From an optimization exercise on the open Yosys and OpenROAD flow, aimed at small area, a short achievable clock period and few clock cycles per item; shortcuts taken in it are not production practice.
Function was checked by simulation only, so behaviour that the tests miss may differ from the original.

Setup of build 43:
==> flow/design.v <==
module muldiv_seq (
   input  logic        clk,
   input  logic        rst,
   input  logic        start_i,
   input  logic [2:0]  op_i,
   input  logic [31:0] rs1_i,
   input  logic [31:0] rs2_i,
   input  logic        flush_i,
   output logic        stall_o,
   output logic        busy_o,
   output logic        done_o,
   output logic [31:0] result_o
);
   logic        busy_q, done_q;
   logic        accept, run, last, fast;
   assign accept = ~busy_q & start_i & ~flush_i;
   assign run    = busy_q & ~done_q;
   always_ff @(posedge clk or negedge rst) begin
      if (!rst) begin
         busy_q <= 1'b0;
         done_q <= 1'b0;
      end else if (!busy_q) begin
         busy_q <= accept;
         done_q <= accept & fast;
      end else if (done_q || flush_i) begin
         busy_q <= 1'b0;
         done_q <= 1'b0;
      end else begin
         done_q <= last;
      end
   end
   assign stall_o = rst & (accept | run);
   assign busy_o  = busy_q;
   assign done_o  = done_q;
   function automatic logic [5:0] topbit(input logic [31:0] x);
      logic [15:0] v1, p1;
      logic [7:0]  v2;
      logic [15:0] p2;
      logic [3:0]  v3;
      logic [11:0] p3;
      logic [1:0]  v4;
      logic [7:0]  p4;
      logic [4:0]  p5;
      for (int i = 0; i < 16; i++) begin
         v1[i] = x[2*i+1] | x[2*i];
         p1[i] = x[2*i+1];
      end
      for (int i = 0; i < 8; i++) begin
         v2[i]      = v1[2*i+1] | v1[2*i];
         p2[2*i+:2] = {v1[2*i+1], v1[2*i+1] ? p1[2*i+1] : p1[2*i]};
      end
      for (int i = 0; i < 4; i++) begin
         v3[i]      = v2[2*i+1] | v2[2*i];
         p3[3*i+:3] = {v2[2*i+1], v2[2*i+1] ? p2[4*i+2+:2] : p2[4*i+:2]};
      end
      for (int i = 0; i < 2; i++) begin
         v4[i]      = v3[2*i+1] | v3[2*i];
         p4[4*i+:4] = {v3[2*i+1], v3[2*i+1] ? p3[6*i+3+:3] : p3[6*i+:3]};
      end
      p5     = {v4[1], v4[1] ? p4[7:4] : p4[3:0]};
      topbit = {v4[1] | v4[0], p5};
   endfunction
   logic        is_mul, sa, sb, an, bn, b_zero, swap, a_pw;
   logic [31:0] a_x, b_x, a_e;
   logic [5:0]  ta, tb;     
   logic        a_short, b_short, a_tiny, b_tiny;
   logic        m_short;    
   logic        m_tiny;     
   logic        m_extra;    
   assign is_mul  = ~op_i[2];
   assign sa      = is_mul ? (op_i[1:0] != 2'b11) : ~op_i[0];
   assign sb      = is_mul ? ~op_i[1] : ~op_i[0];
   assign an      = sa & rs1_i[31];
   assign bn      = sb & rs2_i[31];
   assign a_x     = rs1_i ^ {32{rs1_i[31]}};
   assign b_x     = rs2_i ^ {32{rs2_i[31]}};
   assign a_e     = {a_x[30:0], 1'b1};
   assign a_pw    = (a_x & ~a_e) == '0;
   assign ta      = (rs1_i[31] & ~sa) ? 6'd63 : ((rs1_i[31] & a_pw) ? topbit(a_e) : topbit(a_x));
   assign tb      = (rs2_i[31] & ~sb) ? 6'd63 : topbit(b_x);
   assign b_zero  = (rs2_i == '0);
   assign swap    = tb[5] & (~ta[5] | (ta[4:0] < tb[4:0]));
   assign fast    = ~is_mul & (b_zero | swap);
   assign a_short = (a_x[30:15] == '0) & (sa | ~rs1_i[31]);
   assign b_short = (b_x[30:15] == '0) & (sb | ~rs2_i[31]);
   assign a_tiny  = (a_x[30:7] == '0) & (sa | ~rs1_i[31]);
   assign b_tiny  = (b_x[30:7] == '0) & (sb | ~rs2_i[31]);
   assign m_short = swap ? a_short : b_short;
   assign m_tiny  = swap ? a_tiny : b_tiny;
   assign m_extra = swap ? (rs1_i[31] & ~sa) : (rs2_i[31] & ~sb);
   logic [5:0]  ta_q, tb_q;
   logic        prep_q;
   logic [6:0]  dq;         
   assign dq      = (ta_q[5] ? {2'b00, ta_q[4:0]} + 7'd1 : 7'd0) - (tb_q[5] ? {2'b00, tb_q[4:0]} + 7'd1 : 7'd0);
   logic [33:0] hi;
   logic [31:0] lo;
   logic [32:0] v;          
   logic        ylast;
   logic [2:0]  ng_q;       
   logic [1:0]  ns_q;       
   logic [1:0]  j8_q;       
   logic        j4_q;       
   logic        j28_q;      
   logic        short_q;    
   logic        tiny_q;     
   logic        x_q;        
   logic        neg_q;      
   logic        fix_q;      
   logic        mul_q, bneg_q, rem_q;
   logic        res_hi_q, res_one_q, res_zero_q;
   logic st_norm, st_j8, st_j4, st_j28, st_x, st_neg, st_fix, st_any;
   logic x_now_q, fix_now_q;
   assign st_neg = neg_q;
   assign st_fix = fix_now_q;
   assign st_x   = x_now_q;
   assign st_any = neg_q | fix_now_q | x_now_q | prep_q;
   always_comb begin
      st_norm = 1'b0; st_j8 = 1'b0; st_j4 = 1'b0; st_j28 = 1'b0;
      if (!st_any) begin
         if (mul_q) begin
            st_norm = 1'b1;
         end else begin
            if (j28_q)          st_j28  = 1'b1;
            else if (j8_q != 0) st_j8   = 1'b1;
            else if (j4_q)      st_j4   = 1'b1;
            else                st_norm = 1'b1;
         end
      end
   end
   logic norm_end;
   assign norm_end = st_norm & (ng_q == 3'd0) & (ns_q == 2'd3);
   assign last     = st_x | st_fix | (norm_end & ~x_q & ~fix_q);
   logic [31:0] res_pre;
   assign res_pre = res_hi_q ? hi[31:0] : lo;
   logic [36:0] v_ext;
   assign v_ext = {{4{v[32]}}, v};
   function automatic logic [2:0] booth(input logic b1, input logic b0, input logic bl);
      booth = {b0 ^ bl, (b1 & ~b0 & ~bl) | (~b1 & b0 & bl), b1};
   endfunction
   logic        a_one, a_two, a_neg, b_one, b_two, b_neg;
   logic [2:0]  bda_ld, bdb_ld, bda_nx, bdb_nx;
   logic [3:0]  mlo;
   assign mlo    = swap ? rs1_i[3:0] : rs2_i[3:0];
   assign bda_ld = booth(mlo[1], mlo[0], 1'b0);
   assign bdb_ld = booth(mlo[3], mlo[2], mlo[1]);
   assign bda_nx = booth(~(norm_end & x_q) & lo[5], ~(norm_end & x_q) & lo[4], lo[3]);
   assign bdb_nx = booth(~(norm_end & x_q) & lo[7], ~(norm_end & x_q) & lo[6], ~(norm_end & x_q) & lo[5]);
   logic [36:0] pa, pb, pc, cs_s, cs_c;
   assign pa   = {{3{hi[33]}}, hi};
   assign pb   = (({37{a_one}} & v_ext) | ({37{a_two}} & {v_ext[35:0], 1'b0})) ^ {37{a_neg}};
   assign pc   = {(({35{b_one}} & v_ext[34:0]) | ({35{b_two}} & {v_ext[33:0], 1'b0})) ^ {35{b_neg}},
                  b_neg, b_neg};
   assign cs_s = pa ^ pb ^ pc;
   assign cs_c = {(pa[35:0] & pb[35:0]) | (pa[35:0] & pc[35:0]) | (pb[35:0] & pc[35:0]), a_neg};
   logic        div_x, ya_res;
   logic [36:0] dx, dy;
   assign div_x  = ~ya_res;       
   assign dx     = {4'd0, {32{div_x}} & hi[31:0], div_x & lo[31]};
   assign dy     = ya_res ? {5'd0, res_pre} ^ {37{1'b1}} : v_ext ^ {37{~bneg_q}};
   logic [36:0] add_x, add_y, sum;
   logic        cin;
   assign add_x = mul_q ? cs_s : dx;
   assign add_y = mul_q ? cs_c : dy;
   assign cin   = mul_q ? b_neg : (ya_res | ~bneg_q);
   assign sum   = add_x + add_y + {36'd0, cin};
   logic        ge;
   logic [31:0] r;
   assign ge = ~sum[36];
   assign r  = ge ? sum[31:0] : {hi[30:0], lo[31]};
   always_ff @(posedge clk) begin
      if (!busy_q) begin
         hi      <= '0;
         lo      <= (is_mul & ~swap) ? rs2_i : rs1_i;
         if (is_mul & ~swap) v <= {sa & rs1_i[31], rs1_i};
         else                v <= {sb & rs2_i[31], rs2_i};
         ylast   <= 1'b0;
         mul_q   <= is_mul;
         bneg_q  <= bn;
         rem_q   <= op_i[1];
         {a_one, a_two, a_neg} <= bda_ld;
         {b_one, b_two, b_neg} <= bdb_ld;
         if (is_mul) begin
            ng_q  <= {2'b00, ~m_short};           
            ns_q  <= {m_tiny, 1'b0};              
            x_q   <= m_extra;
            j8_q  <= 2'd0;
            j4_q  <= 1'b0;
            j28_q <= 1'b0;
         end else begin
            ns_q  <= 2'd0;
            x_q   <= 1'b0;
         end
         neg_q      <= ~is_mul & an;
         ya_res     <= ~is_mul & an;
         prep_q     <= ~is_mul;
         ta_q       <= ta;
         tb_q       <= tb;
         x_now_q    <= 1'b0;
         fix_now_q  <= 1'b0;
         fix_q      <= ~is_mul & (op_i[1] ? an : (an ^ bn));
         res_hi_q   <= is_mul ? (op_i[1:0] != 2'b00) : (op_i[1] & ~fast & ~an);
         short_q    <= is_mul & m_short & ~m_tiny;
         tiny_q     <= is_mul & m_tiny;
         res_one_q  <= ~is_mul & ~op_i[1] & b_zero;
         res_zero_q <= ~is_mul & ~op_i[1] & ~b_zero & swap;
      end else begin
         ya_res <= norm_end & fix_q;
         if (prep_q) begin
            prep_q <= 1'b0;
            ng_q   <= dq[5] ? 3'd7 : dq[4:2];
            j8_q   <= (dq[5] || dq[4:2] == 3'd0) ? 2'd0 : ~dq[4:3];
            j4_q   <= ~dq[5] & ~dq[2] & (dq[4:2] != 3'd0);
            j28_q  <= ~dq[5] & (dq[4:2] == 3'd0);
         end
         if (st_norm) begin
            if (mul_q) begin
               hi    <= {sum[36], sum[36:4]};
               lo    <= {sum[3:0], lo[31:4]};
               ylast <= lo[3];
               {a_one, a_two, a_neg} <= bda_nx;
               {b_one, b_two, b_neg} <= bdb_nx;
            end else begin
               hi    <= {2'b00, r};
               lo    <= {lo[30:0], ge};
            end
            ns_q      <= ns_q + 2'd1;
            if (ns_q == 2'd3) ng_q <= ng_q - 3'd1;
            x_now_q   <= norm_end & x_q;
            fix_now_q <= norm_end & fix_q;
         end else if (st_j8) begin
            hi   <= {2'b00, hi[23:0], lo[31:24]};
            lo   <= {lo[23:0], 8'd0};
            j8_q <= j8_q - 2'd1;
         end else if (st_j28) begin
            hi    <= {2'b00, hi[3:0], lo[31:4]};
            lo    <= {lo[3:0], 28'd0};
            j28_q <= 1'b0;
         end else if (st_j4) begin
            hi   <= {2'b00, hi[27:0], lo[31:28]};
            lo   <= {lo[27:0], 4'd0};
            j4_q <= 1'b0;
         end else if (prep_q & ~neg_q) begin
            hi <= '0;
            lo <= rs1_i;
         end else begin     
            hi        <= st_neg ? 34'd0 : sum[33:0];
            lo        <= sum[31:0];
            res_hi_q  <= ~st_neg | rem_q;
            neg_q     <= 1'b0;
            fix_q     <= fix_q & st_neg;
            x_q       <= 1'b0;
            x_now_q   <= 1'b0;
            fix_now_q <= 1'b0;
         end
      end
   end
   logic [31:0] res_short, res_tiny;
   assign res_short = res_hi_q ? {{14{hi[33]}}, hi[33:16]} : {hi[15:0], lo[31:16]};
   assign res_tiny  = res_hi_q ? {{22{hi[33]}}, hi[33:24]} : {hi[23:0], lo[31:24]};
   assign result_o  = res_one_q ? 32'hFFFF_FFFF : (res_zero_q ? 32'd0 :
                      (short_q ? res_short : (tiny_q ? res_tiny : res_pre)));
endmodule
export LEC_CHECK = 0
export CAP_MARGIN = 20
export CELL_PAD_IN_SITES_DETAIL_PLACEMENT = 1
export CELL_PAD_IN_SITES_GLOBAL_PLACEMENT = 1
export CORE_MARGIN = 2
export CORE_UTILIZATION = 40
export PLACE_DENSITY = 0.5
export SETUP_SLACK_MARGIN = 5
export SLEW_MARGIN = 20
create_clock -name core_clock -period 11.0 [get_ports {clk}]
run.sh (not shown) runs the stock make flow with config.mk's settings and CLKGATE_MAP_FILE= SYNTH_SCRIPT=/design/flow/synth_recipe.tcl, a recipe that flattens the netlist after the stock synthesis.
Testbench counts of build 43, summed over its fixed seeds: cycles 20,548, items 2,400.
#### Input delta (trial 66 over build 43)
--- a/flow/design.v
+++ b/flow/design.v
@@ -32,7 +32,7 @@
    assign stall_o = rst & (accept | run);
    assign busy_o  = busy_q;
    assign done_o  = done_q;
-   function automatic logic [5:0] topbit(input logic [31:0] x);
+   function automatic logic [5:0] bitlen(input logic [31:0] x);
       logic [15:0] v1, p1;
       logic [7:0]  v2;
       logic [15:0] p2;
@@ -58,11 +58,11 @@
          p4[4*i+:4] = {v3[2*i+1], v3[2*i+1] ? p3[6*i+3+:3] : p3[6*i+:3]};
       end
       p5     = {v4[1], v4[1] ? p4[7:4] : p4[3:0]};
-      topbit = {v4[1] | v4[0], p5};
+      bitlen = (v4[1] | v4[0]) ? {1'b0, p5} + 6'd1 : 6'd0;
    endfunction
-   logic        is_mul, sa, sb, an, bn, b_zero, swap, a_pw;
+   logic        is_mul, sa, sb, an, bn, b_zero, swap;
    logic [31:0] a_x, b_x, a_e;
-   logic [5:0]  ta, tb;     
+   logic [5:0]  na, nb;
    logic        a_short, b_short, a_tiny, b_tiny;
    logic        m_short;    
    logic        m_tiny;     
@@ -74,12 +74,11 @@
    assign bn      = sb & rs2_i[31];
    assign a_x     = rs1_i ^ {32{rs1_i[31]}};
    assign b_x     = rs2_i ^ {32{rs2_i[31]}};
-   assign a_e     = {a_x[30:0], 1'b1};
-   assign a_pw    = (a_x & ~a_e) == '0;
-   assign ta      = (rs1_i[31] & ~sa) ? 6'd63 : ((rs1_i[31] & a_pw) ? topbit(a_e) : topbit(a_x));
-   assign tb      = (rs2_i[31] & ~sb) ? 6'd63 : topbit(b_x);
+   assign a_e     = an ? {a_x[30:0], 1'b1} : a_x;
+   assign na      = (rs1_i[31] & ~sa) ? 6'd32 : bitlen(a_e);
+   assign nb      = (rs2_i[31] & ~sb) ? 6'd32 : bitlen(b_x);
    assign b_zero  = (rs2_i == '0);
-   assign swap    = tb[5] & (~ta[5] | (ta[4:0] < tb[4:0]));
+   assign swap    = na < nb;
    assign fast    = ~is_mul & (b_zero | swap);
    assign a_short = (a_x[30:15] == '0) & (sa | ~rs1_i[31]);
    assign b_short = (b_x[30:15] == '0) & (sb | ~rs2_i[31]);
@@ -88,10 +87,10 @@
    assign m_short = swap ? a_short : b_short;
    assign m_tiny  = swap ? a_tiny : b_tiny;
    assign m_extra = swap ? (rs1_i[31] & ~sa) : (rs2_i[31] & ~sb);
-   logic [5:0]  ta_q, tb_q;
+   logic [5:0]  na_q, nb_q;
    logic        prep_q;
    logic [6:0]  dq;         
-   assign dq      = (ta_q[5] ? {2'b00, ta_q[4:0]} + 7'd1 : 7'd0) - (tb_q[5] ? {2'b00, tb_q[4:0]} + 7'd1 : 7'd0);
+   assign dq      = {1'b0, na_q} - {1'b0, nb_q};
    logic [33:0] hi;
    logic [31:0] lo;
    logic [32:0] v;          
@@ -100,7 +99,6 @@
    logic [1:0]  ns_q;       
    logic [1:0]  j8_q;       
    logic        j4_q;       
-   logic        j28_q;      
    logic        short_q;    
    logic        tiny_q;     
    logic        x_q;        
@@ -108,20 +106,19 @@
    logic        fix_q;      
    logic        mul_q, bneg_q, rem_q;
    logic        res_hi_q, res_one_q, res_zero_q;
-   logic st_norm, st_j8, st_j4, st_j28, st_x, st_neg, st_fix, st_any;
+   logic st_norm, st_j8, st_j4, st_x, st_neg, st_fix, st_any;
    logic x_now_q, fix_now_q;
    assign st_neg = neg_q;
    assign st_fix = fix_now_q;
    assign st_x   = x_now_q;
    assign st_any = neg_q | fix_now_q | x_now_q | prep_q;
    always_comb begin
-      st_norm = 1'b0; st_j8 = 1'b0; st_j4 = 1'b0; st_j28 = 1'b0;
+      st_norm = 1'b0; st_j8 = 1'b0; st_j4 = 1'b0;
       if (!st_any) begin
          if (mul_q) begin
             st_norm = 1'b1;
          end else begin
-            if (j28_q)          st_j28  = 1'b1;
-            else if (j8_q != 0) st_j8   = 1'b1;
+            if (j8_q != 0)      st_j8   = 1'b1;
             else if (j4_q)      st_j4   = 1'b1;
             else                st_norm = 1'b1;
          end
@@ -185,7 +182,6 @@
             x_q   <= m_extra;
             j8_q  <= 2'd0;
             j4_q  <= 1'b0;
-            j28_q <= 1'b0;
          end else begin
             ns_q  <= 2'd0;
             x_q   <= 1'b0;
@@ -193,8 +189,8 @@
          neg_q      <= ~is_mul & an;
          ya_res     <= ~is_mul & an;
          prep_q     <= ~is_mul;
-         ta_q       <= ta;
-         tb_q       <= tb;
+         na_q       <= na;
+         nb_q       <= nb;
          x_now_q    <= 1'b0;
          fix_now_q  <= 1'b0;
          fix_q      <= ~is_mul & (op_i[1] ? an : (an ^ bn));
@@ -208,9 +204,8 @@
          if (prep_q) begin
             prep_q <= 1'b0;
             ng_q   <= dq[5] ? 3'd7 : dq[4:2];
-            j8_q   <= (dq[5] || dq[4:2] == 3'd0) ? 2'd0 : ~dq[4:3];
-            j4_q   <= ~dq[5] & ~dq[2] & (dq[4:2] != 3'd0);
-            j28_q  <= ~dq[5] & (dq[4:2] == 3'd0);
+            j8_q   <= dq[5] ? 2'd0 : ~dq[4:3];
+            j4_q   <= ~dq[5] & ~dq[2];
          end
          if (st_norm) begin
             if (mul_q) begin
@@ -231,10 +226,6 @@
             hi   <= {2'b00, hi[23:0], lo[31:24]};
             lo   <= {lo[23:0], 8'd0};
             j8_q <= j8_q - 2'd1;
-         end else if (st_j28) begin
-            hi    <= {2'b00, hi[3:0], lo[31:4]};
-            lo    <= {lo[3:0], 28'd0};
-            j28_q <= 1'b0;
          end else if (st_j4) begin
             hi   <= {2'b00, hi[27:0], lo[31:28]};
             lo   <= {lo[27:0], 4'd0};
[summary]
- The clock-buffer cell count number comes out lower for build 43 vs trial 66.
- In the tables for build 43 and trial 66, synthesized area reads higher with build 43.
- Delta(total length of routed met2 wires, trial 66 - build 43) > 0
- In trial 66, the sequential fraction of total cell area came out 0.69 points below the value in build 43.
- Diff build 43 -> trial 66: final cell count without fillers roughly the same; hold slack lower.
Testbench counts of trial 66, summed over its fixed seeds: cycles 21,988, items 2,400.

[separate check: timing with driven ports]
No port has a modelled driver above. Below, the same layouts with a new extraction and two added sets of constraints. Step 1: set_driving_cell puts a clkbuf_16 on clk and a buf_2 on each other input, an assumption about the parent block. Step 2 adds t to the input delays and takes it off the output delays; t is the mean of the earliest and latest rising clock arrival at the registers after step 1. Input paths then give back, and output paths get back, about the clock's delay inside the block. Three values: ideal ports, drivers, drivers and shift; two values: the first two.
run	shift t [ns]	slack for setup (ns)	slew at the worst register clock pin (ns)	worst slew at a driven data input, ns	pins driven straight from the clock port
build 43	0.499	5.075 / 5.023 / 4.617	0.07 / 0.07	0.05	1
trial 66	0.497	4.501 / 4.528 / 4.031	0.08 / 0.08	0.07	1
After both steps setup and hold are still met in every run listed. For trial 66, which loses most, drivers alone change the setup slack by +0.027 ns; drivers and shift together by -0.470 ns.
